This is an optimization exercise on Yosys and OpenROAD, whose aim is small area, not a production implementation. In this exercise RTL edits were held to simulation tests only and were not proved equivalent to the original. No activity file was given, so power comes from the tool's default toggle rates.

**design/flow/design.v**
```verilog
package comms_pkg;
  localparam logic [7:0] OP_WRITE_ALL = 8'h00;
  localparam logic [7:0] OP_READ      = 8'h04;
  localparam int unsigned CLKS_PER_BIT_DEFAULT = 25;
  typedef enum logic [2:0] {
    StIdle  = 3'd0,
    StHdr1  = 3'd6,
    StHdr2  = 3'd1,
    StWrite = 3'd5,
    StRead  = 3'd4
  } ctrl_state_e;
  typedef enum logic [1:0] {
    TxStart,
    TxData,
    TxStop
  } tx_phase_e;
  typedef enum logic [2:0] {
    RxIdle,
    RxStart,
    RxData,
    RxStop,
    RxBreak
  } rx_state_e;
  localparam logic [4:0] CNT_FIRST      = 5'd1;
  localparam logic [4:0] CNT_HALF_FIRST = 5'd31;
  localparam logic [4:0] CNT_LAST       = 5'd29;
  function automatic logic [4:0] cnt_step(input logic [4:0] s);
    cnt_step = {s[3:0], s[4] ^ s[2]};
  endfunction
  function automatic int unsigned idx_width(input int unsigned n);
    if (n > 1) idx_width = $clog2(n);
    else       idx_width = 1;
  endfunction
endpackage
module uart_rx
#(
  parameter int unsigned CLKS_PER_BIT = comms_pkg::CLKS_PER_BIT_DEFAULT
) (
  input  logic       clk_i,
  input  logic       rst_ni,
  input  logic       rxd_i,
  output logic [7:0] byte_o,
  output logic       byte_valid_o
);
  localparam int unsigned CntW = 5;
  localparam logic [3:0] PosIdle  = 4'd0;
  localparam logic [3:0] PosStart = 4'd1;
  localparam logic [3:0] PosStop  = 4'd2;
  localparam logic [3:0] PosBreak = 4'd3;
  logic            rx_meta_q;
  logic            rx_sync_q;
  logic [3:0]      pos_q;
  logic [CntW-1:0] cnt_q;
  logic [7:0]      shift_q;
  logic            valid_q;
  logic            cnt_last;
  assign cnt_last = (cnt_q == comms_pkg::CNT_LAST);
  always_ff @(posedge clk_i or negedge rst_ni) begin
    if (!rst_ni) begin
      rx_meta_q <= 1'b1;
      rx_sync_q <= 1'b1;
    end else begin
      rx_meta_q <= rxd_i;
      rx_sync_q <= rx_meta_q;
    end
  end
  always_ff @(posedge clk_i or negedge rst_ni) begin
    if (!rst_ni) begin
      pos_q   <= PosIdle;
      valid_q <= 1'b0;
    end else begin
      valid_q <= 1'b0;
      if (pos_q[3]) begin
        if (cnt_last) begin
          pos_q <= (pos_q[2:0] == 3'd7) ? PosStop : pos_q + 1'b1;
        end
      end else begin
        unique case (pos_q[1:0])
          2'd0: begin
            if (!rx_sync_q) begin
              pos_q <= PosStart;
            end
          end
          2'd1: begin
            if (cnt_last) begin
              pos_q <= rx_sync_q ? PosIdle : 4'd8;
            end
          end
          2'd2: begin
            if (cnt_last) begin
              valid_q <= rx_sync_q;
              pos_q   <= rx_sync_q ? PosIdle : PosBreak;
            end
          end
          default: begin
            if (rx_sync_q) begin
              pos_q <= PosIdle;
            end
          end
        endcase
      end
    end
  end
  always_ff @(posedge clk_i) begin
    if (pos_q == PosIdle) begin
      cnt_q <= comms_pkg::CNT_HALF_FIRST;
    end else if (cnt_last) begin
      cnt_q <= comms_pkg::CNT_FIRST;
    end else begin
      cnt_q <= comms_pkg::cnt_step(cnt_q);
    end
    if (pos_q[3] && cnt_last) begin
      shift_q <= {rx_sync_q, shift_q[7:1]};
    end
  end
  assign byte_o       = shift_q;
  assign byte_valid_o = valid_q;
endmodule
module top_level
#(
  parameter int unsigned DATA_ADDRS   = 2,
  parameter int unsigned WORD_BYTES   = 128,
  parameter int unsigned CLKS_PER_BIT = comms_pkg::CLKS_PER_BIT_DEFAULT
) (
  input  logic clk_100mhz,
  input  logic sys_rst,
  input  logic uart_rxd,
  output logic uart_txd
);
  localparam int unsigned     SlotW   = comms_pkg::idx_width(WORD_BYTES);
  localparam int unsigned     CntW    = 5;
  logic [7:0] rx_byte;
  logic       rx_valid;
  uart_rx #(
    .CLKS_PER_BIT(CLKS_PER_BIT)
  ) u_uart_rx (
    .clk_i       (clk_100mhz),
    .rst_ni      (sys_rst),
    .rxd_i       (uart_rxd),
    .byte_o      (rx_byte),
    .byte_valid_o(rx_valid)
  );
  localparam logic [SlotW-1:0] SlotLast = 7'h40;
  function automatic logic [SlotW-1:0] lfsr_step(input logic [SlotW-1:0] s);
    lfsr_step = {s[SlotW-2:0], s[SlotW-1] ^ s[SlotW-2] ^ (s[SlotW-2:0] == '0)};
  endfunction
  logic [WORD_BYTES-1:0] ring_q [2*8];
  logic [SlotW-1:0]      slot_q;      
  comms_pkg::ctrl_state_e state_q;
  logic [SlotW:0]   idx_q;
  logic             pend_q;       
  logic             valid_q;      
  logic [CntW-1:0]  tx_cnt_q;
  logic [3:0]       tx_pos_q;
  logic [7:0]       buf_q;        
  logic             txd_q;
  logic             hit_cur_q;    
  logic             hit_prev;     
  logic [SlotW-1:0] slot_step;
  logic [SlotW-1:0] idx_step;
  logic [7:0]       tap;
  always_comb begin
    hit_prev  = (slot_q == idx_q[SlotW-1:0]);
    slot_step = lfsr_step(slot_q);
    idx_step  = lfsr_step(idx_q[SlotW-1:0]);
    for (int b = 0; b < 8; b++) begin
      tap[b] = idx_q[SlotW] ? ring_q[8+b][WORD_BYTES-1] : ring_q[b][WORD_BYTES-1];
    end
  end
  always_ff @(posedge clk_100mhz) begin
    for (int w = 0; w < 2; w++) begin
      for (int b = 0; b < 8; b++) begin
        ring_q[w*8+b] <= {ring_q[w*8+b][WORD_BYTES-2:0],
                          (pend_q && hit_cur_q && (idx_q[SlotW] == w[0])) ? buf_q[b]
                                                                         : ring_q[w*8+b][WORD_BYTES-1]};
      end
    end
  end
  always_ff @(posedge clk_100mhz or negedge sys_rst) begin
    if (!sys_rst) begin
      slot_q <= '0;
    end else begin
      slot_q <= slot_step;
    end
  end
  always_ff @(posedge clk_100mhz) begin
    hit_cur_q <= hit_prev;
  end
  always_ff @(posedge clk_100mhz) begin
    for (int b = 0; b < 8; b++) begin
      if (state_q == comms_pkg::StWrite) begin
        if (rx_valid) begin
          buf_q[b] <= rx_byte[b];
        end
      end else if (state_q == comms_pkg::StHdr2 || state_q == comms_pkg::StRead) begin
        if ((tx_pos_q > 4'(b)) ? hit_cur_q : hit_prev) begin
          buf_q[b] <= tap[b];
        end
      end
    end
  end
  always_ff @(posedge clk_100mhz or negedge sys_rst) begin
    if (!sys_rst) begin
      state_q <= comms_pkg::StIdle;
      pend_q  <= 1'b0;
      valid_q <= 1'b0;
      txd_q   <= 1'b1;
    end else begin
      if (pend_q && hit_cur_q) begin
        pend_q <= 1'b0;
      end
      unique case (state_q)
        comms_pkg::StIdle: begin
          if (rx_valid) begin
            state_q <= comms_pkg::StHdr1;
          end
        end
        comms_pkg::StHdr1: begin
          if (rx_valid) begin
            state_q <= comms_pkg::StHdr2;
          end
        end
        comms_pkg::StHdr2: begin
          if (rx_valid) begin
            if (tx_pos_q[1]) begin
              valid_q <= 1'b1;
              state_q <= comms_pkg::StWrite;
            end else if (tx_pos_q[0]) begin
              txd_q   <= 1'b0;
              state_q <= comms_pkg::StRead;
            end else begin
              state_q <= comms_pkg::StIdle;
            end
          end
        end
        comms_pkg::StWrite: begin
          if (rx_valid) begin
            pend_q <= 1'b1;
            if (idx_q == {1'b1, SlotLast}) begin
              state_q <= comms_pkg::StIdle;
            end
          end
        end
        comms_pkg::StRead: begin
          if (tx_cnt_q == comms_pkg::CNT_LAST) begin
            if (tx_pos_q == 4'd9) begin
              if (idx_q[SlotW-1:0] == '0) begin
                state_q <= comms_pkg::StIdle;
              end else begin
                txd_q <= 1'b0;
              end
            end else begin
              txd_q <= tx_pos_q[3] | (buf_q[tx_pos_q[2:0]] & valid_q);
            end
          end
        end
        default: state_q <= comms_pkg::StIdle;
      endcase
    end
  end
  always_ff @(posedge clk_100mhz) begin
    if (pend_q && hit_cur_q) begin
      idx_q <= {idx_q[SlotW] ^ (idx_q[SlotW-1:0] == SlotLast), idx_step};
    end
    unique case (state_q)
      comms_pkg::StIdle: begin
        if (rx_valid) begin
          tx_pos_q <= {2'b10, rx_byte == comms_pkg::OP_WRITE_ALL, rx_byte == comms_pkg::OP_READ};
        end
      end
      comms_pkg::StHdr1: begin
        if (rx_valid) begin
          idx_q    <= {rx_byte[0], {SlotW{1'b0}}};
        end
      end
      comms_pkg::StHdr2: begin
        if (rx_valid) begin
          idx_q[SlotW] <= tx_pos_q[0] & idx_q[SlotW];
        end
        if (rx_valid && tx_pos_q[0]) begin
          idx_q[SlotW-1:0] <= idx_step;
          tx_cnt_q <= comms_pkg::CNT_FIRST;
          tx_pos_q <= '0;
        end
      end
      comms_pkg::StRead: begin
        if (tx_cnt_q != comms_pkg::CNT_LAST) begin
          tx_cnt_q <= comms_pkg::cnt_step(tx_cnt_q);
        end else begin
          tx_cnt_q <= comms_pkg::CNT_FIRST;
          if (tx_pos_q == 4'd9) begin
            if (idx_q[SlotW-1:0] != '0) begin
              idx_q[SlotW-1:0] <= idx_step;
              tx_pos_q <= '0;
            end
          end else begin
            tx_pos_q <= tx_pos_q + 1'b1;
          end
        end
      end
      default: ;
    endcase
  end
  assign uart_txd = txd_q;
endmodule
```
**design/flow/flow/run.sh**
```bash
#!/bin/bash
# Standard layout, with clock tree synthesis options of our own.
export CTS_ARGS="-sink_clustering_enable -repair_clock_nets -buf_list {sky130_fd_sc_hd__clkbuf_2 sky130_fd_sc_hd__clkbuf_8} -sink_clustering_buffer sky130_fd_sc_hd__clkbuf_8 -tree_buf sky130_fd_sc_hd__clkbuf_2 -root_buf sky130_fd_sc_hd__clkbuf_8 -sink_clustering_size 18 -sink_clustering_max_diameter 60 -dont_use_dummy_load"
bash standard.sh > flow_standard.log 2>&1
```
**design/flow/standard.sh**
```bash
#!/bin/bash
# synth_recipe.tcl (not shown) runs the flow's synth.tcl, then flattens the netlist and writes it again
# the make line also repeats each setting of config.mk as NAME=value (left out here)
make -C /OpenROAD-flow-scripts/flow DESIGN_CONFIG=/design/flow/config.mk WORK_HOME=/design/flow/orfs CLKGATE_MAP_FILE= SYNTH_SCRIPT=/design/flow/synth_recipe.tcl "${@:-finish}"
```
**design/flow/config.mk**
```make
export PLATFORM = sky130hd
export DESIGN_NAME = top_level
export DESIGN_NICKNAME = top_level
export VERILOG_FILES = /design/flow/design.v
export SDC_FILE = /design/flow/constraint.sdc
export NUM_CORES = 4
export LEC_CHECK = 0
export CAP_MARGIN = 20
export CORE_MARGIN = 2
export CORE_UTILIZATION = 70
export PLACE_DENSITY = 0.8
export SLEW_MARGIN = 20
```
**design/flow/constraint.sdc**
```tcl
create_clock -name core_clock -period 10.0 [get_ports {clk_100mhz}]
set_input_delay 2.0000 -clock core_clock [delete_from_list [all_inputs] [get_ports {clk_100mhz}]]
set_output_delay 2.0000 -clock core_clock [all_outputs]
set_load 0.01 [all_outputs]
```
==> run notes, run 1 <==
- Worst-skew pair later-pin latency: 0.95 ns
- Post-layout minimum cycle time: 3.82 ns
- Full die area: 65100 um^2
- Final setup margin: 6.18 ns
- CTS Buffer Depth: 3
- Arr. time, crit path: 1.82 ns
- Row Count: 92
- Portion of netlist area occupied by mux cells: 0.00898
- Crit-path max cell delay: 0.53 ns
- Syn. warnings: 3
- Drt wl/cell: 15.8 um
- CTS tree: built
- Final instance area: 47000 um^2
- Cell Area, Placed: 45200 um^2
- Clock root buffer master: clkbuf_8
- Synthesized flop and latch total: 2107
- Share of cells above drive strength 1: 0.0685
- Synth cell types: 55
- XOR/XNOR Fraction of Synth Area: 0.00238
- CP cell instances: clkdlybuf4s50_1
- Worst Hold Slack: 0.172 ns
- Port-buffer cells: 3
- Slew @ Worst Pin: 0.861 ns
- F_max: 262 MHz
- Place WS: 6.69 ns
- Total power: 11.9 mW
- Worst Setup End Kind: output port
- Crit path max-delay family: flip-flops
- Pin count of the biggest net entering global routing: 26
- Syn nets: 2364
- EDFF count, synth: 25
- Placed cells: 3190
- CTS Buf Count: 137
- H-tree depth: 4
- Final period util: 0.382
- Hold buffer count at cts: 0
- VDD IR max: 0.196 mV
- RSZ-0062 raised after global routing: false
- Slew margin rel.: 0.422
- Synth Area in Simple Gates: 0.0116
- Core Box Area: 62700 um^2
- Sequential area share after synthesis: 0.963
- Largest family of logic cells by synthesized area: simple AND/OR/NAND/NOR gates
- Startpoint types: flop
- Die Y: 255 um
- WP buf/inv: 1
- Remaining routing DRC violations: 0
- Vias/cell: 4.47
- Top cells by area, synth: dfxtp_1, edfxtp_1, dfrtp_1
- Pins Over Slew Limit: 0
- Die width: 255 um
- Final Util: 0.749
- Mean post-synth cell area: 18.8 um^2
- CP max stage cell: dfstp_2
- Final #Nets: 2491
- Share of the synthesized area in the top cell type: 0.934
- Max-cap viol count: 0
- Post-synthesis adder-cell area fraction: 0.00142
- Gate count of the mapped netlist: 2356
- PwrDens: 254 nW/um^2
- Initial antenna violation count: 3
- Top FF cell, synth: dfxtp_1
- Sinks on Clock Net: 2107
- Vias in the first global route: 15832
- Non-Filler Instances: 3332
- Num ports: 4
- Drt first pass iters: 4
- Setup Buffers After CTS: 0
- Status: finished clean
- DP Wirelength: 29800 um
- Fin. Hold Viols: 0
- Initial Util: 0.704
- Area delta synth->final: 6.30%
- Antenna viol nets, final: 0
- Total Routing Usage GR: 0.170
- Clock skew: 0.178 ns
- Placer Congestion: 0.789
- Leak: 18.7 nW
- Asr flop ratio synth: 0.00949
- Total gr overflow: 0
- Total negative slack: 0 ns
- Fillers: 3244
- Final setup vio count: 0
- Cell taking the most area after synthesis: dfxtp_1
- Compound-Gate Fraction of Synth Area: 0.0110
- 1st-iter DRT viols: 613
- Required time of the worst setup path: 8.00 ns
- Post-Route WL: 52600 um
- Crit Path Category: reg -> out
- Synthesized cell area: 44200 um^2
- Hold Crit Class: reg -> reg
- DR vias: 14890
- Post-cts sizing count: 0
- CP Max Fanout: 2
- Worst-path clk slew: 0.10 ns
- First-pass GRT wire length: 84700 um
## cell type report
class	count	area [um^2]	area share
inverters	9	33.8	0.000719
multi-input cells	225	1560	0.0332
flip-flops and latches	2107	42500	0.906
clock buffers	137	1750	0.0372
well taps	846	1060	0.0225
diodes	5	12.5	0.000266
repair buffers	3	25.0	0.000533
## cells by family (layout without fill, tap and decap cells)
| logic type | after synthesis | count (layout) |
|---|---|---|
| XOR/XNOR | 12 | 12 |
| AO/OA/AOI/OAI | 73 | 73 |
| buffers and inverters | 24 | 149 |
| other | 0 | 5 |
| flip-flops | 2107 | 2107 |
| multiplexers | 35 | 35 |
| AND/OR/NAND/NOR | 100 | 100 |
| adder cells (fa/ha/maj) | 5 | 5 |
## worst reg2reg max path: stages, from the launching register on
cell,delay [ns]
edfxtp_1,0.70
nand4bb_1,0.31
nor3_1,0.59
a21oi_4,0.12
o2bb2ai_2,0.20
a22o_1,0.25
## state kept, by name (all words and copies together) (netlist names)
signal / cells
pend_q: 1
slot_q: 7
u_uart_rx.valid_q: 1
tx_cnt_q: 5
buf_q: 8
u_uart_rx.cnt_q: 5
ring_q: 2048
u_uart_rx.rx_sync_q: 1
tx_pos_q: 4
hit_cur_q: 1
txd_q: 1
state_q: 3
u_uart_rx.pos_q: 4
idx_q: 8
u_uart_rx.shift_q: 8
valid_q: 1
u_uart_rx.rx_meta_q: 1
## per-layer routing
| metal | up-vias | track usage | share of wire |
|---|---|---|---|
| li1 | 7543 | - | - |
| met1 | 7042 | 0.230 | 0.47 |
| met2 | 186 | 0.268 | 0.46 |
| met3 | 119 | 0.0414 | 0.041 |
| met4 | 0 | 0.0702 | 0.026 |
| met5 | - | 0 | 0 |
## synth_stat cells (3+ instances only)
library cell	number
a21o_1	4
a21oi_1	26
a22o_1	7
a31oi_1	4
and2_1	5
clkbuf_1	14
dfrtp_1	17
dfstp_2	3
dfxtp_1	2062
edfxtp_1	25
ha_1	5
inv_1	9
mux2_2	17
mux2i_1	16
nand2_1	24
nand2b_1	3
nand3_1	5
nor2_1	29
nor2b_1	4
nor3_1	9
nor4_1	4
o21ai_0	12
o22ai_1	3
xnor2_1	8
xor2_1	4
## path summary, 6_finish.rpt
check	start	endpoint	cells past startpoint	slack [ns]
worst max-delay path	txd_q$_DFFE_PN1P_	uart_txd	1	6.18
worst min-delay path	ring_q[2][91]$_DFF_P_	ring_q[2][92]$_DFF_P_	0	0.17
worst max register to register	tx_pos_q[0]$_DFFE_PP_	idx_q[0]$_DFF_P_	5	7.69
worst min register to register	ring_q[2][91]$_DFF_P_	ring_q[2][92]$_DFF_P_	0	0.17
max in group asynchronous	sys_rst	txd_q$_DFFE_PN1P_	1	8.46
min in group asynchronous	sys_rst	u_uart_rx.pos_q[2]$_DFFE_PN0P_	1	1.00
## cells in the final DEF (no fill, tap or decap), types with 5 or more instances in the layout
| cell type | n |
|---|---|
| a21oi_1 | 26 |
| a22o_1 | 7 |
| and2_1 | 5 |
| clkbuf_2 | 16 |
| clkbuf_8 | 121 |
| dfrtp_1 | 17 |
| dfxtp_1 | 2062 |
| diode_2 | 5 |
| edfxtp_1 | 25 |
| ha_1 | 5 |
| inv_1 | 9 |
| mux2_2 | 17 |
| mux2i_1 | 16 |
| nand2_1 | 24 |
| nand3_1 | 5 |
| nor2_1 | 29 |
| nor3_1 | 9 |
| o21ai_0 | 12 |
| xnor2_1 | 8 |
## report_power, final
group | total [mW] | switching, mW | leakage (nW) | internal [mW]
combinational | 0.141 | 0.0798 | 0.646 | 0.0612
clock | 3.32 | 2.21 | 0.936 | 1.11
sequential | 8.49 | 0.0481 | 17.1 | 8.44
total | 11.9 | 2.33 | 18.7 | 9.61
==> run 2, diff against run 1 <==
==> design/flow/flow/run.sh (replaced) <==
#!/bin/bash
# Standard layout, with clock tree synthesis options of our own.
export CTS_ARGS="-sink_clustering_enable -buf_list {sky130_fd_sc_hd__clkbuf_4 sky130_fd_sc_hd__clkbuf_8} -sink_clustering_buffer sky130_fd_sc_hd__clkbuf_8 -tree_buf sky130_fd_sc_hd__clkbuf_4 -root_buf sky130_fd_sc_hd__clkbuf_16 -sink_clustering_size 18 -sink_clustering_max_diameter 60 -dont_use_dummy_load"
bash standard.sh > flow_standard.log 2>&1
==> run notes, run 2 <==
- Syn. warnings: 3
- PwrDens: 255 nW/um^2
- Post-synth top cells: dfxtp_1, nor2_1, a21oi_1
- Reg area: 42500 um^2
- Startpoint types: flop
- Slew margin rel.: 0.430
- Met1 Use GR: 0.230
- Num ports: 4
- RSZ-0062 raised after global routing: false
- Most frequent cells in the layout: dfxtp_1, clkbuf_8, nor2_1
- Number of flip-flops in the largest register: 2048
- Initial Util: 0.704
- Worst-path clk slew: 0.10 ns
- Commonest non-fill, non-tap cell in the layout: dfxtp_1
- Synth Area in Simple Gates: 0.0116
- CTS Buf Count: 137
- CP cell instances: clkdlybuf4s50_1
- Compound-Gate Fraction of Synth Area: 0.0110
- Pins Over Slew Limit: 0
- Die Y: 255 um
- EDFF count, synth: 25
- F_max: 273 MHz
- Worst Setup End Kind: output port
- Sequential area share after synthesis: 0.963
- CTS tree: built
- DR vias: 14840
- Max-cap viol count: 0
- Top cells by area, synth: dfxtp_1, edfxtp_1, dfrtp_1
- Clock root buffer master: clkbuf_16
- Hold buffer count at cts: 0
- Post-cts sizing count: 0
- Top FF cell, synth: dfxtp_1
- Crit-path max cell delay: 0.53 ns
- Hold Crit Class: reg -> reg
- Mean post-synth cell area: 18.8 um^2
- Drt wl/cell: 15.8 um
- Largest family of logic cells by synthesized area: simple AND/OR/NAND/NOR gates
- Portion of netlist area occupied by mux cells: 0.00898
- Area delta synth->final: 6.41%
- Drt first pass iters: 4
- Post-synthesis adder-cell area fraction: 0.00142
- Initial antenna violation count: 2
- Required time of the worst setup path: 8.00 ns
- VDD IR max: 0.196 mV
- Final #Nets: 2491
- Met3 Track Usage GR: 0.0428
- Sinks on Clock Net: 2107
- Vias in the first global route: 15817
- Clock skew: 0.124 ns
- Cell taking the most area after synthesis: dfxtp_1
- Leak: 18.7 nW
- Core Box Area: 62700 um^2
- Full die area: 65100 um^2
- M2 GR Usage: 0.267
- Row Count: 92
- Synth cell types: 55
- 1st-iter DRT viols: 681
- Synthesized cell area: 44200 um^2
- Multi-input logic area: 1560 um^2
- Gr busiest metal: met2
- H-tree depth: 4
- CP max stage cell: dfstp_2
- Syn nets: 2364
- Post-Route WL: 52600 um
- Placed cells: 3190
- Port-buffer cells: 3
- Arr. time, crit path: 1.67 ns
- Gate count of the mapped netlist: 2356
- Fillers: 3264
- Share of cells above drive strength 1: 0.0685
- Total Routing Usage GR: 0.170
- XOR/XNOR Fraction of Synth Area: 0.00238
- DP Wirelength: 29800 um
- Fin. Hold Viols: 0
- Worst-skew pair later-pin latency: 0.74 ns
- Antenna viol nets, final: 0
- Status: finished clean
- CP Max Fanout: 2
- Synthesized flop and latch total: 2107
- Die width: 255 um
- Remaining routing DRC violations: 0
- Total gr overflow: 0
- Asr flop ratio synth: 0.00949
- First-pass GRT wire length: 84700 um
- Placer Congestion: 0.789
- Largest register by flop count: ring_q
- Final period util: 0.367
- Non-Filler Instances: 3330
- Crit Path Category: reg -> out
- CTS Buffer Depth: 3
- Post-layout minimum cycle time: 3.67 ns
- Pin count of the biggest net entering global routing: 26
- WP buf/inv: 1
- Slew @ Worst Pin: 0.848 ns
- Vias/cell: 4.46
- Total negative slack: 0 ns
- Final setup vio count: 0
- Share of the synthesized area in the top cell type: 0.934
- Count leader, synth: dfxtp_1
- Setup Buffers After CTS: 0
- Crit path max-delay family: flip-flops
[run 2: cell counts after synthesis]
No cell type changed its count.
[run 2: worst reg2reg max path: cells and delay by family (launching register included)]
family          cells  cell delay (ns)
flops               1             0.70
compound gates      3             0.57
simple gates        2             0.87
[run 2: routing by layer]
metal | wire, um | vias up
li1 | - | 7542
met1 | 25000 | 7005
met2 | 24300 | 186
met3 | 2130 | 107
met4 | 1270 | 0
met5 | 0 | -
[run 2: report_power, final]
group | switching, mW | total, mW | internal, mW
Sequential | 0.0478 | 8.48 | 8.44
Combinational | 0.0795 | 0.141 | 0.0612
Clock | 2.20 | 3.37 | 1.17
[run 2: final cells by class]
| cell class | count | area share |
|---|---|---|
| Sequential cell | 2107 | 0.905 |
| Clock buffer | 137 | 0.0382 |
| Antenna cell | 3 | 0.000160 |
| Timing Repair Buffer | 3 | 0.000532 |
| Multi-Input combinational cell | 225 | 0.0332 |
| Tap cell | 846 | 0.0225 |
| Inverter | 9 | 0.000719 |
[run 2: through the flow]
stage | util | area [um^2] | total power, mW | setup WS [ns] | hold slack, ns
after detailed placement | 0.721 | 45200 | 8.82 | 6.69 | 0.312
final | 0.749 | 47000 | 12.0 | 6.33 | 0.227
after global placement | 0.721 | 45200 | 8.80 | 6.78 | 0.312
after floorplan | - | 44200 | 8.77 | 7.47 | 0.310
after CTS | 0.749 | 47000 | 12.1 | 6.26 | 0.206
after global routing | 0.749 | 47000 | 12.4 | 6.26 | 0.221
[run 2: worst paths after layout]
path / startpoint / to / slack (ns) / depth (start not counted)
max: txd_q$_DFFE_PN1P_ / uart_txd / 6.33 / 1
min: ring_q[2][91]$_DFF_P_ / ring_q[2][92]$_DFF_P_ / 0.23 / 0
max reg2reg: tx_pos_q[0]$_DFFE_PP_ / idx_q[0]$_DFF_P_ / 7.71 / 5
min reg2reg: ring_q[2][91]$_DFF_P_ / ring_q[2][92]$_DFF_P_ / 0.23 / 0
max in group asynchronous: sys_rst / txd_q$_DFFE_PN1P_ / 8.30 / 1
min in group asynchronous: sys_rst / u_uart_rx.pos_q[2]$_DFFE_PN0P_ / 1.21 / 1
[run 2: logic make-up (layout without fill, tap and decap cells)]
logic type | Yosys count | count (layout)
flops | 2107 | 2107
simple gates | 100 | 100
compound gates | 73 | 73
mux | 35 | 35
buf+inv | 24 | 149
xor+xnor | 12 | 12
fa+ha+maj | 5 | 5
other cells | 0 | 3
==> run 3, diff against run 2 <==
==> design/flow/flow/run.sh (replaced) <==
#!/bin/bash
# Standard layout, with clock tree synthesis options of our own.
export CTS_ARGS="-sink_clustering_enable -repair_clock_nets -buf_list {sky130_fd_sc_hd__clkbuf_2 sky130_fd_sc_hd__clkbuf_8} -sink_clustering_buffer sky130_fd_sc_hd__clkbuf_8 -tree_buf sky130_fd_sc_hd__clkbuf_2 -root_buf sky130_fd_sc_hd__clkbuf_8 -sink_clustering_size 21 -sink_clustering_max_diameter 70 -dont_use_dummy_load"
bash standard.sh > flow_standard.log 2>&1
==> run notes, run 3 <==
- Hold Crit Class: reg -> reg
- Vias/cell: 4.44
- WP buf/inv: 1
- VDD IR max: 0.196 mV
- Final #Nets: 2464
- Total negative slack: 0 ns
- Core Box Area: 62700 um^2
- Worst-skew pair later-pin latency: 0.74 ns
- Internal power: 9.50 mW
- Gate count of the mapped netlist: 2356
- Die Y: 255 um
- XOR/XNOR Fraction of Synth Area: 0.00238
- Total Routing Usage GR: 0.171
- Antenna viol nets, final: 0
- Post-Route WL: 53300 um
- Combinational share of power: 0.012
- CP cell instances: clkdlybuf4s50_1
- Final instance area: 46700 um^2
- CTS Buffer Depth: 3
- Crit Path Category: reg -> out
- Clock skew: 0.0707 ns
- Max-cap viol count: 0
- Reg2reg start: state_q[0]$_DFFE_PN0P_
- CP Max Fanout: 2
- Worst Setup End Kind: output port
- Fillers: 3272
- Clock share of power: 0.269
- Worst r2r dst: buf_q[2]$_DFFE_PP_
- Portion of netlist area occupied by mux cells: 0.00898
- Drt wl/cell: 16.2 um
- EDFF count, synth: 25
- Initial antenna violation count: 2
- Psw: 2.31 mW
- Crit path max-delay family: flip-flops
- H-tree depth: 3
- Hold Path Origin: ring_q[2][63]$_DFF_P_
- Slew @ Worst Pin: 0.851 ns
- Leak: 18.5 nW
- First-pass GRT wire length: 85500 um
- Mean post-synth cell area: 18.8 um^2
- Hold buffer count at cts: 0
- Row Count: 92
- Pin count of the biggest net entering global routing: 26
- Post-layout minimum cycle time: 3.74 ns
- Cell taking the most area after synthesis: dfxtp_1
- Port-buffer cells: 3
- Slew margin rel.: 0.428
- Most frequent cells in the layout: dfxtp_1, clkbuf_8, nor2_1
- Synth Area in Simple Gates: 0.0116
- Num ports: 4
- Syn. warnings: 3
- Arr. time, crit path: 1.74 ns
- DR vias: 14674
- Sequential area share after synthesis: 0.963
- 1st-iter DRT viols: 661
- Largest family of logic cells by synthesized area: simple AND/OR/NAND/NOR gates
- F_max: 267 MHz
- CTS tree: built
- Commonest non-fill, non-tap cell in the layout: dfxtp_1
- Asr flop ratio synth: 0.00949
- CTS Buf Count: 110
- Number of flip-flops in the largest register: 2048
- Drt first pass iters: 4
- Cell Area, Placed: 45200 um^2
- Share of cells above drive strength 1: 0.0583
- Required time of the worst setup path: 8.00 ns
- RSZ-0062 raised after global routing: false
- Worst-path clk slew: 0.11 ns
- Top FF cell, synth: dfxtp_1
- Vias in the first global route: 15608
- Seq pwr share: 0.719
- DP Wirelength: 29800 um
- Full die area: 65100 um^2
- Area delta synth->final: 5.76%
- Largest register by flop count: ring_q
- Count leader, synth: dfxtp_1
- Synthesized flop and latch total: 2107
- Post-cts sizing count: 0
- Post-synthesis adder-cell area fraction: 0.00142
- Reg2reg setup slack: 7.77 ns
- Hold depth: 0
- Setup Buffers After CTS: 0
- Compound-Gate Fraction of Synth Area: 0.0110
- Initial Util: 0.704
- Total gr overflow: 0
- Synthesized cell area: 44200 um^2
- Syn nets: 2364
- Total power: 11.8 mW
- Worst hold endpoint: ring_q[2][64]$_DFF_P_
- Clock root buffer master: clkbuf_8
- Final period util: 0.374
- Top cells by area, synth: dfxtp_1, edfxtp_1, dfrtp_1
- Sw Share: 0.195
- Crit-path max cell delay: 0.54 ns
- Sinks on Clock Net: 2107
- Startpoint types: flop
- Post-synth top cells: dfxtp_1, nor2_1, a21oi_1
- PwrDens: 253 nW/um^2
- Fin. Hold Viols: 0
- Synth cell types: 55
- Final setup vio count: 0
- R2R cell count: 3
- Status: finished clean
- Placer Congestion: 0.789
- Share of the synthesized area in the top cell type: 0.934
- Worst Hold Slack: 0.270 ns
- Pins Over Slew Limit: 0
- Die width: 255 um
- Remaining routing DRC violations: 0
- CP max stage cell: dfstp_2
==> run 3: cell types whose count changed in the layout (fill, tap and decap cells not counted) <==
cell	change
diode_2	-1
clkbuf_16	-1
clkbuf_8	-10
clkbuf_4	-16
==> run 3: cell type report <==
cell class | count | area, um^2 | share of cell area
flip-flops and latches | 2107 | 42500 | 0.910
multi-input cells | 225 | 1560 | 0.0334
clock buffers | 110 | 1510 | 0.0324
well taps | 846 | 1060 | 0.0227
inverters | 9 | 33.8 | 0.000723
repair buffers | 3 | 25.0 | 0.000535
diodes | 2 | 5.00 | 0.000107
==> run 3: power by group through the flow <==
stage	Clock, mW	Sequential (mW)	Combinational (mW)
after CTS	3.25	8.49	0.143
after global placement	0	8.67	0.129
after detailed placement	0	8.68	0.142
final	3.17	8.49	0.141
after floorplan	0	8.65	0.125
after global routing	3.52	8.50	0.160
==> run 3: cell families (layout without fill, tap and decap cells) <==
| group | after synthesis | count (layout) |
|---|---|---|
| flip-flops | 2107 | 2107 |
| AND/OR/NAND/NOR | 100 | 100 |
| AO/OA/AOI/OAI | 73 | 73 |
| multiplexers | 35 | 35 |
| buffers and inverters | 24 | 122 |
| XOR/XNOR | 12 | 12 |
| adder cells (fa/ha/maj) | 5 | 5 |
| other | 0 | 2 |
==> run 3: how the worst max path moves through the flow <==
stage | slack, ns | end | startpoint | cells after the start
global placement | 6.78 | pend_q$_DFF_PN0_ | sys_rst | 1
floorplan | 7.47 | uart_txd | txd_q$_DFFE_PN1P_ | 0
detailed placement | 6.69 | u_uart_rx.pos_q[0]$_DFFE_PN0P_ | sys_rst | 1
finish | 6.26 | uart_txd | txd_q$_DFFE_PN1P_ | 1
global route | 6.17 | uart_txd | txd_q$_DFFE_PN1P_ | 1
CTS | 6.18 | uart_txd | txd_q$_DFFE_PN1P_ | 1
==> run 3: through the flow <==
step	worst slack (ns)	std cells	util
after global placement	6.78	3190	0.721
after floorplan	7.47	2356	-
final	6.26	3302	0.745
after CTS	6.18	3300	0.745
after global routing	6.17	3302	0.745
after detailed placement	6.69	3190	0.721
==> run 3: per-layer routing <==
layer | vias to the layer above | routed length (um) | GRT usage
met5 | - | 0 | 0
met4 | 0 | 1180 | 0.0545
met1 | 6940 | 25300 | 0.234
met3 | 90 | 1920 | 0.0341
met2 | 158 | 24900 | 0.277
li1 | 7486 | - | -
==> run 4, diff against run 3 <==
==> design/flow/flow/run.sh (replaced) <==
#!/bin/bash
# Standard layout, with clock tree synthesis options of our own.
export CTS_ARGS="-sink_clustering_enable -repair_clock_nets -buf_list {sky130_fd_sc_hd__clkbuf_2 sky130_fd_sc_hd__clkbuf_8} -sink_clustering_buffer sky130_fd_sc_hd__clkbuf_8 -tree_buf sky130_fd_sc_hd__clkbuf_2 -root_buf sky130_fd_sc_hd__clkbuf_8 -sink_clustering_size 21 -sink_clustering_max_diameter 50 -dont_use_dummy_load"
bash standard.sh > flow_standard.log 2>&1
==> run notes, run 4 <==
- Status: finished clean
- Cell Area, Placed: 45200 um^2
- Final #Nets: 2471
- Placer Congestion: 0.789
- Die Y: 255 um
- Final Util: 0.746
- Crit-path max cell delay: 0.52 ns
- First-pass GRT wire length: 83700 um
- 1st-iter DRT viols: 658
- Cell taking the most area after synthesis: dfxtp_1
- Slew margin rel.: 0.436
- Total power: 11.9 mW
- Final setup vio count: 0
- Setup Buffers After CTS: 0
- Mean post-synth cell area: 18.8 um^2
- Remaining routing DRC violations: 0
- Crit path max-delay family: flip-flops
- Clock skew: 0.101 ns
- Post-Route WL: 52400 um
- VDD IR max: 0.206 mV
- Pins Over Slew Limit: 0
- Row Count: 92
- RSZ-0062 raised after global routing: false
- Final setup margin: 6.33 ns
- Worst Setup End Kind: output port
- CP cell instances: clkdlybuf4s50_1
- Full die area: 65100 um^2
- Port-buffer cells: 3
- Commonest non-fill, non-tap cell in the layout: dfxtp_1
- Top cells by area, synth: dfxtp_1, edfxtp_1, dfrtp_1
- Final period util: 0.367
- Synthesized cell area: 44200 um^2
- Arr. time, crit path: 1.67 ns
- Gate count of the mapped netlist: 2356
- CP Max Fanout: 2
- Startpoint types: flop
- Asr flop ratio synth: 0.00949
- Top FF cell, synth: dfxtp_1
- Required time of the worst setup path: 8.00 ns
- Place WS: 6.69 ns
- Non-Filler Instances: 3309
- Fin. Hold Viols: 0
- Most frequent cells in the layout: dfxtp_1, clkbuf_8, nor2_1
- Sinks on Clock Net: 2107
- Count leader, synth: dfxtp_1
- Worst-skew pair later-pin latency: 0.74 ns
- Initial antenna violation count: 2
- Fillers: 3281
- Share of cells above drive strength 1: 0.0610
- Worst Hold Slack: 0.254 ns
- Number of flip-flops in the largest register: 2048
- F_max: 272 MHz
- WP buf/inv: 1
- Placed cells: 3190
- H-tree depth: 3
- Post-synth top cells: dfxtp_1, nor2_1, a21oi_1
- Crit Path Category: reg -> out
- Syn nets: 2364
- Pin count of the biggest net entering global routing: 26
- CTS tree: built
- Vias in the first global route: 15579
- Area delta synth->final: 5.98%
- Post-cts sizing count: 0
- Post-layout minimum cycle time: 3.67 ns
- Vias/cell: 4.44
- Leak: 18.6 nW
- Initial Util: 0.704
- Num ports: 4
- Worst-path clk slew: 0.11 ns
- Drt wl/cell: 15.8 um
- Die width: 255 um
- Share of the synthesized area in the top cell type: 0.934
- Final instance area: 46800 um^2
- Hold buffer count at cts: 0
- Largest register by flop count: ring_q
- DR vias: 14681
- CP max stage cell: dfstp_2
- Total Routing Usage GR: 0.166
- DP Wirelength: 29800 um
- Hold Crit Class: reg -> reg
- PwrDens: 253 nW/um^2
- Syn. warnings: 3
- Total negative slack: 0 ns
- Drt first pass iters: 4
- Clock root buffer master: clkbuf_8
- Sequential area share after synthesis: 0.963
- CTS Buffer Depth: 3
- Slew @ Worst Pin: 0.838 ns
- CTS Buf Count: 117
- Antenna viol nets, final: 0
- Core Box Area: 62700 um^2
- Synthesized flop and latch total: 2107
- Max-cap viol count: 0
- Total gr overflow: 0
- EDFF count, synth: 25
- Synth cell types: 55
## run 4: cell counts after synthesis
No cell type changed its count.
## run 4: cell families (layout without fill, tap and decap cells)
group / count (synthesis) / after routing / share of synthesized area
flops: 2107 / 2107 / 0.963
simple gates: 100 / 100 / 0.0116
compound gates: 73 / 73 / 0.0110
mux: 35 / 35 / 0.00898
buf+inv: 24 / 129 / 0.00204
xor+xnor: 12 / 12 / 0.00238
fa+ha+maj: 5 / 5 / 0.00142
other cells: 0 / 2 / 0
## run 4: worst paths after layout
path,from,to,slack [ns],cells past startpoint
worst max-delay path,txd_q$_DFFE_PN1P_,uart_txd,6.33,1
max in group asynchronous,sys_rst,txd_q$_DFFE_PN1P_,8.31,1
worst max register to register,tx_pos_q[0]$_DFFE_PP_,idx_q[0]$_DFF_P_,7.76,5
min in group asynchronous,sys_rst,slot_q[1]$_DFF_PN0_,1.20,1
worst min-delay path,ring_q[4][13]$_DFF_P_,ring_q[4][14]$_DFF_P_,0.25,0
worst min register to register,ring_q[4][13]$_DFF_P_,ring_q[4][14]$_DFF_P_,0.25,0
## run 4: cell type report
class / instances / area, um^2 / share of cell area
flip-flops and latches: 2107 / 42500 / 0.908
diodes: 2 / 5.00 / 0.000107
well taps: 846 / 1060 / 0.0226
multi-input cells: 225 / 1560 / 0.0333
repair buffers: 3 / 25.0 / 0.000534
inverters: 9 / 33.8 / 0.000721
clock buffers: 117 / 1610 / 0.0344
## run 4: where the power goes
| part | switching, mW | total, mW | internal (mW) |
|---|---|---|---|
| clock | 2.17 | 3.23 | 1.05 |
| combinational | 0.0794 | 0.141 | 0.0612 |
| sequential | 0.0482 | 8.49 | 8.44 |
| total | 2.30 | 11.9 | 9.55 |
## run 4: layer usage
metal	vias to the layer above	wire [um]	track usage
met2	162	24100	0.266
met1	6930	25100	0.229
li1	7500	-	-
met4	0	1110	0.0483
met5	-	0	0
met3	89	2060	0.0401
==> run 5, diff against run 4 <==
==> design/flow/flow/run.sh (replaced) <==
#!/bin/bash
# Standard layout, with clock tree synthesis options of our own.
export CTS_ARGS="-sink_clustering_enable -repair_clock_nets -buf_list {sky130_fd_sc_hd__clkbuf_2 sky130_fd_sc_hd__clkbuf_8} -sink_clustering_buffer sky130_fd_sc_hd__clkbuf_8 -tree_buf sky130_fd_sc_hd__clkbuf_2 -root_buf sky130_fd_sc_hd__clkbuf_8 -sink_clustering_size 22 -sink_clustering_max_diameter 50 -dont_use_dummy_load"
bash standard.sh > flow_standard.log 2>&1
==> run notes, run 5 <==
- Status: finished clean
- Asr flop ratio synth: 0.00949
- Slew @ Worst Pin: 0.869 ns
- Placed cells: 3190
- Port-buffer cells: 3
- Hold buffer count at cts: 0
- Worst Hold Slack: 0.204 ns
- Hold Crit Class: reg -> reg
- Cell taking the most area after synthesis: dfxtp_1
- Worst Setup End Kind: output port
- WP buf/inv: 1
- Pins Over Slew Limit: 0
- Remaining routing DRC violations: 0
- Fin. Hold Viols: 0
- Slew margin rel.: 0.416
- Final instance area: 46800 um^2
- Post-cts sizing count: 0
- Fillers: 3272
- Hold Path Origin: ring_q[4][13]$_DFF_P_
- CTS Buf Count: 113
- First-pass GRT wire length: 83800 um
- Total gr overflow: 0
- VDD IR max: 0.171 mV
- Largest register by flop count: ring_q
- Initial Util: 0.704
- Worst hold endpoint: ring_q[4][14]$_DFF_P_
- Non-Filler Instances: 3303
- Wl on met1: 25200 um
- Number of flip-flops in the largest register: 2048
- Setup Buffers After CTS: 0
- Drt first pass iters: 4
- Post-Route WL: 52400 um
- PwrDens: 253 nW/um^2
- Crit path max-delay family: flip-flops
- Pin count of the biggest net entering global routing: 26
- Routed met2 length: 24000 um
- Arr. time, crit path: 1.71 ns
- Area delta synth->final: 5.84%
- Cell Area, Placed: 45200 um^2
- Most frequent cells in the layout: dfxtp_1, clkbuf_8, nor2_1
- Reg2reg start: tx_pos_q[0]$_DFFE_PP_
- Met3 wire len: 2030 um
- Clock root buffer master: clkbuf_8
- RSZ-0062 raised after global routing: false
- Final period util: 0.371
- CTS tree: built
- Total negative slack: 0 ns
- 1st-iter DRT viols: 644
- Post-synth top cells: dfxtp_1, nor2_1, a21oi_1
- Sinks on Clock Net: 2107
- Initial antenna violation count: 1
- Reg area: 42500 um^2
- Placer Congestion: 0.789
- Core Box Area: 62700 um^2
- Vias in the first global route: 15513
- Total power: 11.8 mW
- Num ports: 4
- Final setup vio count: 0
- F_max: 270 MHz
- Startpoint types: flop
- Synthesized flop and latch total: 2107
- Synthesized cell area: 44200 um^2
- Worst-path clk slew: 0.12 ns
- CTS Buffer Depth: 3
- Multi-input logic area: 1560 um^2
- Diode count: 0
- Worst-skew pair later-pin latency: 0.76 ns
- DP Wirelength: 29800 um
- Die width: 255 um
- Share of cells above drive strength 1: 0.0594
- H-tree depth: 3
- Crit-path max cell delay: 0.53 ns
- Leak: 18.5 nW
- Crit Path Category: reg -> out
- Worst r2r dst: idx_q[0]$_DFF_P_
- Mean post-synth cell area: 18.8 um^2
- Drt wl/cell: 15.9 um
- CP max stage cell: dfstp_2
- Antenna viol nets, final: 0
- Required time of the worst setup path: 8.00 ns
- Commonest non-fill, non-tap cell in the layout: dfxtp_1
- Max-cap viol count: 0
- Uppermost routed layer: met4
- Gate count of the mapped netlist: 2356
- Row Count: 92
- Reg2reg setup slack: 7.72 ns
- EDFF count, synth: 25
- Hold depth: 0
- Top FF cell, synth: dfxtp_1
- Clock skew: 0.145 ns
- Post-layout minimum cycle time: 3.71 ns
- Syn. warnings: 3
- Full die area: 65100 um^2
- Share of the synthesized area in the top cell type: 0.934
- Top cells by area, synth: dfxtp_1, edfxtp_1, dfrtp_1
- CP cell instances: clkdlybuf4s50_1
- Total Routing Usage GR: 0.167
- Die Y: 255 um
- CP Max Fanout: 2
- DR vias: 14609
- Syn nets: 2364
- Count leader, synth: dfxtp_1
- Sequential area share after synthesis: 0.963
- Vias/cell: 4.42
- Synth cell types: 55
- R2R cell count: 5
- Final #Nets: 2467
==> run 5: cell counts after synthesis <==
No cell type changed its count.
==> run 5: through the flow <==
| stage | worst slack, ns | utilization |
|---|---|---|
| 5_1_grt | 6.20 | 0.745 |
| 3_5_place_dp | 6.69 | 0.721 |
| 3_3_place_gp | 6.78 | 0.721 |
| 2_1_floorplan | 7.47 | - |
| 6_report | 6.29 | 0.745 |
| 4_1_cts | 6.22 | 0.746 |
==> run 5: layout make-up <==
cell class | count | share of cell area
inverter | 9 | 0.000722
sequential | 2107 | 0.909
timing repair buffer | 3 | 0.000535
tap | 846 | 0.0226
multi-input combinational | 225 | 0.0334
clock buffer | 113 | 0.0333
==> run 5: report_power, final <==
part | leakage [nW] | switching (mW) | internal (mW) | total, mW
Sequential | 17.1 | 0.0476 | 8.44 | 8.49
Combinational | 0.646 | 0.0799 | 0.0612 | 0.141
Clock | 0.812 | 2.16 | 1.02 | 3.18
Total | 18.5 | 2.29 | 9.52 | 11.8
==> run 5: cell families after synthesis <==
logic type	share of synthesized area
XOR/XNOR	0.00238
adder cells (fa/ha/maj)	0.00142
AND/OR/NAND/NOR	0.0116
AO/OA/AOI/OAI	0.0110
multiplexers	0.00898
flip-flops	0.963
buffers and inverters	0.00204
==> run 5: layer usage <==
metal / track usage / vias to the layer above
met5: 0 / -
met4: 0.0490 / 0
met3: 0.0398 / 99
met2: 0.268 / 134
met1: 0.228 / 6885
li1: - / 7491
==> run 5: worst max-delay path by stage <==
stage / from / endpoint / slack, ns / cells after the start
after global placement: sys_rst / pend_q$_DFF_PN0_ / 6.78 / 1
after floorplan: txd_q$_DFFE_PN1P_ / uart_txd / 7.47 / 0
after detailed placement: sys_rst / u_uart_rx.pos_q[0]$_DFFE_PN0P_ / 6.69 / 1
after CTS: txd_q$_DFFE_PN1P_ / uart_txd / 6.22 / 1
final: txd_q$_DFFE_PN1P_ / uart_txd / 6.29 / 1
after global routing: txd_q$_DFFE_PN1P_ / uart_txd / 6.20 / 1
==> run 6, diff against run 5 <==
==> design/flow/flow/run.sh (replaced) <==
#!/bin/bash
# Standard layout, with clock tree synthesis options of our own.
export CTS_ARGS="-sink_clustering_enable -repair_clock_nets -buf_list {sky130_fd_sc_hd__clkbuf_4 sky130_fd_sc_hd__clkbuf_8} -sink_clustering_buffer sky130_fd_sc_hd__clkbuf_8 -tree_buf sky130_fd_sc_hd__clkbuf_4 -root_buf sky130_fd_sc_hd__clkbuf_16 -sink_clustering_size 19 -sink_clustering_max_diameter 60 -dont_use_dummy_load"
bash standard.sh > flow_standard.log 2>&1
==> run notes, run 6 <==
- Core Box Area: 62700 um^2
- Slew @ Worst Pin: 0.845 ns
- Fin. Hold Viols: 0
- Worst-skew pair later-pin latency: 0.75 ns
- Vias/cell: 4.45
- Post-Route WL: 52500 um
- Post-cts sizing count: 0
- Share of the synthesized area in the top cell type: 0.934
- Sw Share: 0.195
- Clock share of power: 0.277
- Clock skew: 0.157 ns
- Num ports: 4
- Total power: 11.9 mW
- DP Wirelength: 29800 um
- H-tree depth: 4
- Worst Setup End Kind: output port
- Seq pwr share: 0.711
- Final setup vio count: 0
- Leak: 18.6 nW
- Placed cells: 3190
- Drt wl/cell: 15.8 um
- Synthesized flop and latch total: 2107
- Synth cell types: 55
- Cell Area, Placed: 45200 um^2
- Reg area: 42500 um^2
- Die width: 255 um
- Vias in the first global route: 15759
- 1st-iter DRT viols: 662
- Clock root buffer master: clkbuf_16
- CP max stage cell: dfstp_2
- Crit-path max cell delay: 0.53 ns
- Gate count of the mapped netlist: 2356
- CP cell instances: clkdlybuf4s50_1
- Mean post-synth cell area: 18.8 um^2
- Status: finished clean
- Combinational share of power: 0.012
- Total negative slack: 0 ns
- CTS Buffer Depth: 3
- Post-layout minimum cycle time: 3.65 ns
- Max-cap viol count: 0
- DR vias: 14780
- Port-buffer cells: 3
- Die Y: 255 um
- CTS Buf Count: 130
- First-pass GRT wire length: 84700 um
- Synthesized cell area: 44200 um^2
- Required time of the worst setup path: 8.00 ns
- Pins Over Slew Limit: 0
- Final instance area: 46900 um^2
- Cell taking the most area after synthesis: dfxtp_1
- Area delta synth->final: 6.19%
- Crit Path Category: reg -> out
- Sinks on Clock Net: 2107
- Crit path max-delay family: flip-flops
- Critical Path Source: txd_q$_DFFE_PN1P_
- Internal power: 9.61 mW
- Hold Path Origin: ring_q[5][4]$_DFF_P_
- Top FF cell, synth: dfxtp_1
- Hold buffer count at cts: 0
- Asr flop ratio synth: 0.00949
- Total Routing Usage GR: 0.170
- Full die area: 65100 um^2
- Post-synth top cells: dfxtp_1, nor2_1, a21oi_1
- Syn. warnings: 3
- Antenna viol nets, final: 0
- Final period util: 0.365
- Startpoint types: flop
- Placer Congestion: 0.789
- Initial antenna violation count: 2
- RSZ-0062 raised after global routing: false
- Remaining routing DRC violations: 0
- Worst Hold Slack: 0.235 ns
- CTS tree: built
- Fillers: 3283
- Slew margin rel.: 0.432
- Share of cells above drive strength 1: 0.0659
- Final #Nets: 2484
- Sequential area share after synthesis: 0.963
- F_max: 274 MHz
- EDFF count, synth: 25
- Non-Filler Instances: 3323
- Worst-path clk slew: 0.10 ns
- Drt first pass iters: 4
- PwrDens: 254 nW/um^2
- Largest register by flop count: ring_q
- CP Max Fanout: 2
- Final setup margin: 6.35 ns
- Top cells by area, synth: dfxtp_1, edfxtp_1, dfrtp_1
- Arr. time, crit path: 1.65 ns
- Place WS: 6.69 ns
- Hold Crit Class: reg -> reg
- Total gr overflow: 0
- Final Util: 0.748
- Pin count of the biggest net entering global routing: 26
- VDD IR max: 0.174 mV
- Most frequent cells in the layout: dfxtp_1, clkbuf_8, nor2_1
- Syn nets: 2364
- Initial Util: 0.704
- Row Count: 92
- Number of flip-flops in the largest register: 2048
- Psw: 2.32 mW
- WP buf/inv: 1
- Commonest non-fill, non-tap cell in the layout: dfxtp_1
- Count leader, synth: dfxtp_1
- Setup Buffers After CTS: 0
- Reg2reg start: tx_pos_q[0]$_DFFE_PP_
- Multi-input logic area: 1560 um^2
[run 6: cell counts after synthesis]
No cell type changed its count.
[run 6: power by group through the flow]
stage	logic (mW)	registers [mW]	clock network [mW]
after global routing	0.161	8.50	3.67
after detailed placement	0.142	8.68	0
after floorplan	0.125	8.65	0
after CTS	0.143	8.49	3.41
final	0.141	8.49	3.30
after global placement	0.129	8.67	0
[run 6: cell type report]
type | count | area share
inverter | 9 | 0.000720
timing repair buffer | 3 | 0.000533
tap | 846 | 0.0226
multi-input combinational | 225 | 0.0333
sequential | 2107 | 0.907
clock buffer | 130 | 0.0362
antenna | 3 | 0.000160
[run 6: metal layers]
metal	global-route usage	wire, um	vias to the layer above
met5	0	0	-
met4	0.0695	1210	0
met3	0.0408	2270	110
met2	0.268	24100	172
met1	0.230	24900	6956
li1	-	-	7542
[run 6: worst paths after layout]
path | depth (start not counted) | endpoint | slack [ns]
max | 1 | uart_txd | 6.35
min | 0 | ring_q[5][5]$_DFF_P_ | 0.23
max reg2reg | 5 | idx_q[0]$_DFF_P_ | 7.69
min reg2reg | 0 | ring_q[5][5]$_DFF_P_ | 0.23
max in group asynchronous | 1 | txd_q$_DFFE_PN1P_ | 8.29
min in group asynchronous | 1 | u_uart_rx.pos_q[0]$_DFFE_PN0P_ | 1.20
[run 6: cells by family after synthesis]
family / synth area share
flops: 0.963
simple gates: 0.0116
compound gates: 0.0110
mux: 0.00898
buf+inv: 0.00204
xor+xnor: 0.00238
fa+ha+maj: 0.00142
==> run 7, diff against run 6 <==
==> design/flow/flow/run.sh (replaced) <==
#!/bin/bash
# Standard layout, with clock tree synthesis options of our own.
export CTS_ARGS="-sink_clustering_enable -repair_clock_nets -buf_list {sky130_fd_sc_hd__clkbuf_2 sky130_fd_sc_hd__clkbuf_8} -sink_clustering_buffer sky130_fd_sc_hd__clkbuf_8 -tree_buf sky130_fd_sc_hd__clkbuf_2 -root_buf sky130_fd_sc_hd__clkbuf_8 -sink_clustering_size 19 -sink_clustering_max_diameter 60 -dont_use_dummy_load"
bash standard.sh > flow_standard.log 2>&1
==> run notes, run 7 <==
- Status: finished clean
- Pins Over Slew Limit: 0
- Post-synth top cells: dfxtp_1, nor2_1, a21oi_1
- DP Wirelength: 29800 um
- CP Max Fanout: 2
- 1st-iter DRT viols: 694
- Antenna viol nets, final: 0
- PwrDens: 253 nW/um^2
- Final #Nets: 2484
- CTS tree: built
- Most frequent cells in the layout: dfxtp_1, clkbuf_8, nor2_1
- Vias in the first global route: 15772
- Clock skew: 0.226 ns
- Cell Area, Placed: 45200 um^2
- First-pass GRT wire length: 84800 um
- EDFF count, synth: 25
- Worst-skew pair later-pin latency: 0.96 ns
- Crit-path max cell delay: 0.53 ns
- Slew margin rel.: 0.431
- Full die area: 65100 um^2
- Largest family of logic cells by synthesized area: simple AND/OR/NAND/NOR gates
- Final Util: 0.747
- Drt first pass iters: 4
- F_max: 263 MHz
- Final instance area: 46900 um^2
- Gate count of the mapped netlist: 2356
- Max-cap viol count: 0
- Leak: 18.6 nW
- Die width: 255 um
- CP cell instances: clkdlybuf4s50_1
- Setup Buffers After CTS: 0
- Fillers: 3285
- Share of the synthesized area in the top cell type: 0.934
- Area delta synth->final: 6.08%
- H-tree depth: 4
- Worst Setup End Kind: output port
- Total gr overflow: 0
- Portion of netlist area occupied by mux cells: 0.00898
- Synth Area in Simple Gates: 0.0116
- Pin count of the biggest net entering global routing: 26
- Psw: 2.33 mW
- CTS Buffer Depth: 3
- Sw Share: 0.196
- Port-buffer cells: 3
- Crit path max-delay family: flip-flops
- Mean post-synth cell area: 18.8 um^2
- Row Count: 92
- Count leader, synth: dfxtp_1
- Core Box Area: 62700 um^2
- Post-layout minimum cycle time: 3.80 ns
- Clock share of power: 0.274
- DR vias: 14768
- Combinational share of power: 0.012
- Num ports: 4
- Post-cts sizing count: 0
- CTS Buf Count: 130
- Number of flip-flops in the largest register: 2048
- Cell taking the most area after synthesis: dfxtp_1
- RSZ-0062 raised after global routing: false
- Placer Congestion: 0.789
- Final period util: 0.380
- Total Routing Usage GR: 0.170
- Post-Route WL: 52800 um
- Die Y: 255 um
- Synthesized flop and latch total: 2107
- Crit Path Category: reg -> out
- Largest register by flop count: ring_q
- Synth cell types: 55
- Total power: 11.9 mW
- Drt wl/cell: 15.9 um
- Startpoint types: flop
- Seq pwr share: 0.714
- Arr. time, crit path: 1.80 ns
- Fin. Hold Viols: 0
- Syn. warnings: 3
- Initial antenna violation count: 3
- Top FF cell, synth: dfxtp_1
- Post-synthesis adder-cell area fraction: 0.00142
- Sinks on Clock Net: 2107
- Final setup vio count: 0
- CP max stage cell: dfstp_2
- Initial Util: 0.704
- Required time of the worst setup path: 8.00 ns
- Syn nets: 2364
- Slew @ Worst Pin: 0.847 ns
- Remaining routing DRC violations: 0
- Hold buffer count at cts: 0
- Sequential area share after synthesis: 0.963
- Total negative slack: 0 ns
- Compound-Gate Fraction of Synth Area: 0.0110
- Top cells by area, synth: dfxtp_1, edfxtp_1, dfrtp_1
- Worst-path clk slew: 0.11 ns
- Share of cells above drive strength 1: 0.0659
- Commonest non-fill, non-tap cell in the layout: dfxtp_1
- Asr flop ratio synth: 0.00949
- Internal power: 9.55 mW
- Vias/cell: 4.44
- Clock root buffer master: clkbuf_8
- Hold Crit Class: reg -> reg
- VDD IR max: 0.174 mV
- Synthesized cell area: 44200 um^2
- WP buf/inv: 1
- XOR/XNOR Fraction of Synth Area: 0.00238
## run 7: worst paths after layout
path	start	endpoint	slack, ns	depth (start not counted)
min in group asynchronous	sys_rst	u_uart_rx.pos_q[0]$_DFFE_PN0P_	0.99	1
min reg2reg	ring_q[5][4]$_DFF_P_	ring_q[5][5]$_DFF_P_	0.17	0
max reg2reg	tx_pos_q[0]$_DFFE_PP_	idx_q[0]$_DFF_P_	7.66	5
min	ring_q[5][4]$_DFF_P_	ring_q[5][5]$_DFF_P_	0.17	0
max	txd_q$_DFFE_PN1P_	uart_txd	6.20	1
max in group asynchronous	sys_rst	txd_q$_DFFE_PN1P_	8.44	1
## run 7: kinds of logic after synthesis
kind of cell	Yosys count
flip-flops	2107
AND/OR/NAND/NOR	100
AO/OA/AOI/OAI	73
multiplexers	35
buffers and inverters	24
XOR/XNOR	12
adder cells (fa/ha/maj)	5
## run 7: stage by stage
stage / hold WS, ns / std cells / worst slack, ns
finish: 0.167 / 3324 / 6.20
global route: 0.171 / 3324 / 6.09
CTS: 0.141 / 3320 / 6.09
detailed placement: 0.312 / 3190 / 6.69
global placement: 0.312 / 3190 / 6.78
floorplan: 0.310 / 2356 / 7.47
## run 7: power groups by stage
stage | Clock [mW] | Combinational, mW | Sequential, mW
2_1_floorplan | 0 | 0.125 | 8.65
3_3_place_gp | 0 | 0.129 | 8.67
3_5_place_dp | 0 | 0.142 | 8.68
4_1_cts | 3.35 | 0.143 | 8.49
5_1_grt | 3.62 | 0.161 | 8.50
6_report | 3.25 | 0.141 | 8.49
## run 7: per-layer routing
| layer | wire length (um) | part of all wire | GRT usage |
|---|---|---|---|
| met1 | 25000 | 0.47 | 0.229 |
| met4 | 1230 | 0.023 | 0.0672 |
| met3 | 2200 | 0.042 | 0.0434 |
| met5 | 0 | 0 | 0 |
| met2 | 24400 | 0.46 | 0.268 |
## run 7: layout make-up
| class | count | area [um^2] | share of cell area |
|---|---|---|---|
| multi-input combinational | 225 | 1560 | 0.0333 |
| antenna | 4 | 10.0 | 0.000214 |
| inverter | 9 | 33.8 | 0.000721 |
| clock buffer | 130 | 1650 | 0.0352 |
| sequential | 2107 | 42500 | 0.907 |
| timing repair buffer | 3 | 25.0 | 0.000534 |
| tap | 846 | 1060 | 0.0226 |
==> run 8, diff against run 7 <==
==> design/flow/flow/run.sh (replaced) <==
#!/bin/bash
# Standard layout, with clock tree synthesis options of our own.
export CTS_ARGS="-sink_clustering_enable -repair_clock_nets -buf_list {sky130_fd_sc_hd__clkbuf_2 sky130_fd_sc_hd__clkbuf_8} -sink_clustering_buffer sky130_fd_sc_hd__clkbuf_8 -tree_buf sky130_fd_sc_hd__clkbuf_2 -root_buf sky130_fd_sc_hd__clkbuf_8 -sink_clustering_size 20 -sink_clustering_max_diameter 60 -dont_use_dummy_load"
bash standard.sh > flow_standard.log 2>&1
==> run notes, run 8 <==
- Worst Hold Slack: 0.290 ns
- Uppermost routed layer: met4
- Full die area: 65100 um^2
- Slew margin rel.: 0.422
- CP Max Fanout: 2
- Top cells by area, synth: dfxtp_1, edfxtp_1, dfrtp_1
- Num ports: 4
- Non-Filler Instances: 3309
- Crit Path Category: reg -> out
- Pin count of the biggest net entering global routing: 26
- Hold Crit Class: reg -> reg
- Mean post-synth cell area: 18.8 um^2
- CTS Buffer Depth: 3
- Most frequent cells in the layout: dfxtp_1, clkbuf_8, nor2_1
- Total negative slack: 0 ns
- Cell taking the most area after synthesis: dfxtp_1
- Largest register by flop count: ring_q
- Arr. time, crit path: 1.70 ns
- Final period util: 0.370
- Drt first pass iters: 4
- Crit-path max cell delay: 0.53 ns
- Asr flop ratio synth: 0.00949
- Synthesized cell area: 44200 um^2
- Total gr overflow: 0
- Placer Congestion: 0.789
- Reg2reg start: tx_pos_q[0]$_DFFE_PP_
- Commonest non-fill, non-tap cell in the layout: dfxtp_1
- Final setup vio count: 0
- Syn. warnings: 3
- Die Y: 255 um
- Status: finished clean
- Number of flip-flops in the largest register: 2048
- Antenna viol nets, final: 0
- Worst-path clk slew: 0.10 ns
- R2R cell count: 5
- Hold Path Origin: ring_q[2][91]$_DFF_P_
- Worst-skew pair later-pin latency: 0.73 ns
- Hold buffer count at cts: 0
- WP buf/inv: 1
- Clock skew: 0.0775 ns
- Synthesized flop and latch total: 2107
- Routed met2 length: 24100 um
- Leak: 18.6 nW
- Share of cells above drive strength 1: 0.0610
- Final setup margin: 6.30 ns
- RSZ-0062 raised after global routing: false
- Post-cts sizing count: 0
- Required time of the worst setup path: 8.00 ns
- PwrDens: 253 nW/um^2
- F_max: 271 MHz
- Sequential area share after synthesis: 0.963
- Core Box Area: 62700 um^2
- Count leader, synth: dfxtp_1
- Post-layout minimum cycle time: 3.70 ns
- CP cell instances: clkdlybuf4s50_1
- Worst Setup End Kind: output port
- Setup Buffers After CTS: 0
- Area delta synth->final: 5.98%
- CTS tree: built
- DP Wirelength: 29800 um
- Clock root buffer master: clkbuf_8
- Total Routing Usage GR: 0.168
- Drt wl/cell: 15.9 um
- First-pass GRT wire length: 84400 um
- Fin. Hold Viols: 0
- DR vias: 14701
- 1st-iter DRT viols: 694
- Sinks on Clock Net: 2107
- Post-Route WL: 52600 um
- Worst r2r dst: idx_q[0]$_DFF_P_
- Pins Over Slew Limit: 0
- Share of the synthesized area in the top cell type: 0.934
- Final Util: 0.746
- Startpoint types: flop
- Initial antenna violation count: 3
- Crit path max-delay family: flip-flops
- CTS Buf Count: 117
- Worst hold endpoint: ring_q[2][92]$_DFF_P_
- Met3 wire len: 2110 um
- Max-cap viol count: 0
- Final #Nets: 2471
- Post-synth top cells: dfxtp_1, nor2_1, a21oi_1
- Port-buffer cells: 3
- Synth cell types: 55
- Initial Util: 0.704
- Slew @ Worst Pin: 0.859 ns
- Top FF cell, synth: dfxtp_1
- Reg2reg setup slack: 7.71 ns
- Vias in the first global route: 15654
- CP max stage cell: dfstp_2
- Remaining routing DRC violations: 0
- H-tree depth: 3
- VDD IR max: 0.202 mV
- Row Count: 92
- Syn nets: 2364
- Fillers: 3276
- Placed cells: 3190
- Die width: 255 um
- Gate count of the mapped netlist: 2356
- Vias/cell: 4.44
- EDFF count, synth: 25
- Wl on met1: 25300 um
- Place WS: 6.69 ns
- Hold depth: 0
-- run 8: per-layer routing --
| layer | vias up | global-route usage |
|---|---|---|
| met2 | 153 | 0.268 |
| met5 | - | 0 |
| met1 | 6953 | 0.232 |
| li1 | 7500 | - |
| met4 | 0 | 0.0491 |
| met3 | 95 | 0.0394 |
-- run 8: through the flow --
step / cell area [um^2] / total power, mW
4_1_cts: 46800 / 12.0
5_1_grt: 46800 / 12.2
2_1_floorplan: 44200 / 8.77
6_report: 46800 / 11.9
3_3_place_gp: 45200 / 8.80
3_5_place_dp: 45200 / 8.82
-- run 8: final cells by class --
type,count,area (um^2),area share
antenna,2,5.00,0.000107
multi-input combinational,225,1560,0.0333
inverter,9,33.8,0.000721
sequential,2107,42500,0.908
clock buffer,117,1610,0.0344
tap,846,1060,0.0226
timing repair buffer,3,25.0,0.000534
-- run 8: cells by family after synthesis --
group / after synthesis / synth area share
compound gates: 73 / 0.0110
xor+xnor: 12 / 0.00238
fa+ha+maj: 5 / 0.00142
buf+inv: 24 / 0.00204
flops: 2107 / 0.963
mux: 35 / 0.00898
simple gates: 100 / 0.0116
-- run 8: how the worst max path moves through the flow --
stage / start / depth (start not counted) / endpoint / slack, ns
after floorplan: txd_q$_DFFE_PN1P_ / 0 / uart_txd / 7.47
after global placement: sys_rst / 1 / pend_q$_DFF_PN0_ / 6.78
after detailed placement: sys_rst / 1 / u_uart_rx.pos_q[0]$_DFFE_PN0P_ / 6.69
after CTS: txd_q$_DFFE_PN1P_ / 1 / uart_txd / 6.23
after global routing: txd_q$_DFFE_PN1P_ / 1 / uart_txd / 6.22
final: txd_q$_DFFE_PN1P_ / 1 / uart_txd / 6.30
-- run 8: power by group --
part | internal, mW | switching [mW] | total, mW
clock | 1.05 | 2.18 | 3.24
sequential | 8.44 | 0.0481 | 8.49
combinational | 0.0612 | 0.0799 | 0.141

[static timing again, ports no longer ideal]
The results above use ideal ports. As a check the final layouts listed here were re-extracted and re-timed, cells and wires unchanged.
Step 1 sets driving cells, clkbuf_16 on the clock port and buf_2 on the other inputs (assumed; they add their load-dependent delay and slew).
Step 2 moves the port delays by t, midway between the first and last clock arrival at a register: inputs arrive t later, outputs are due t later. That takes back most of the time a late clock gives input paths.
Slacks: no drivers / after step 1 / after step 2; pairs: no drivers / after step 1.
run	t (ns)	setup slack, ns	worst setup path at the end	worst register clock-pin slew, ns	worst data-port slew with drivers (ns)
run 1	0.922	6.179 / 6.118 / 7.040	register to output	0.11 / 0.11	0.03
run 2	0.739	6.334 / 6.274 / 7.012	register to output	0.11 / 0.11	0.03
run 3	0.766	6.258 / 6.197 / 6.963	register to output	0.13 / 0.13	0.03
run 4	0.746	6.326 / 6.265 / 7.011	register to output	0.12 / 0.12	0.03
run 5	0.739	6.290 / 6.234 / 6.973	register to output	0.12 / 0.12	0.03
run 6	0.729	6.345 / 6.285 / 7.014	register to output	0.12 / 0.12	0.03
run 7	0.903	6.199 / 6.139 / 7.042	register to output	0.12 / 0.12	0.03
run 8	0.747	6.304 / 6.246 / 6.993	register to output	0.11 / 0.11	0.03
After both steps setup and hold are still met in every run listed.
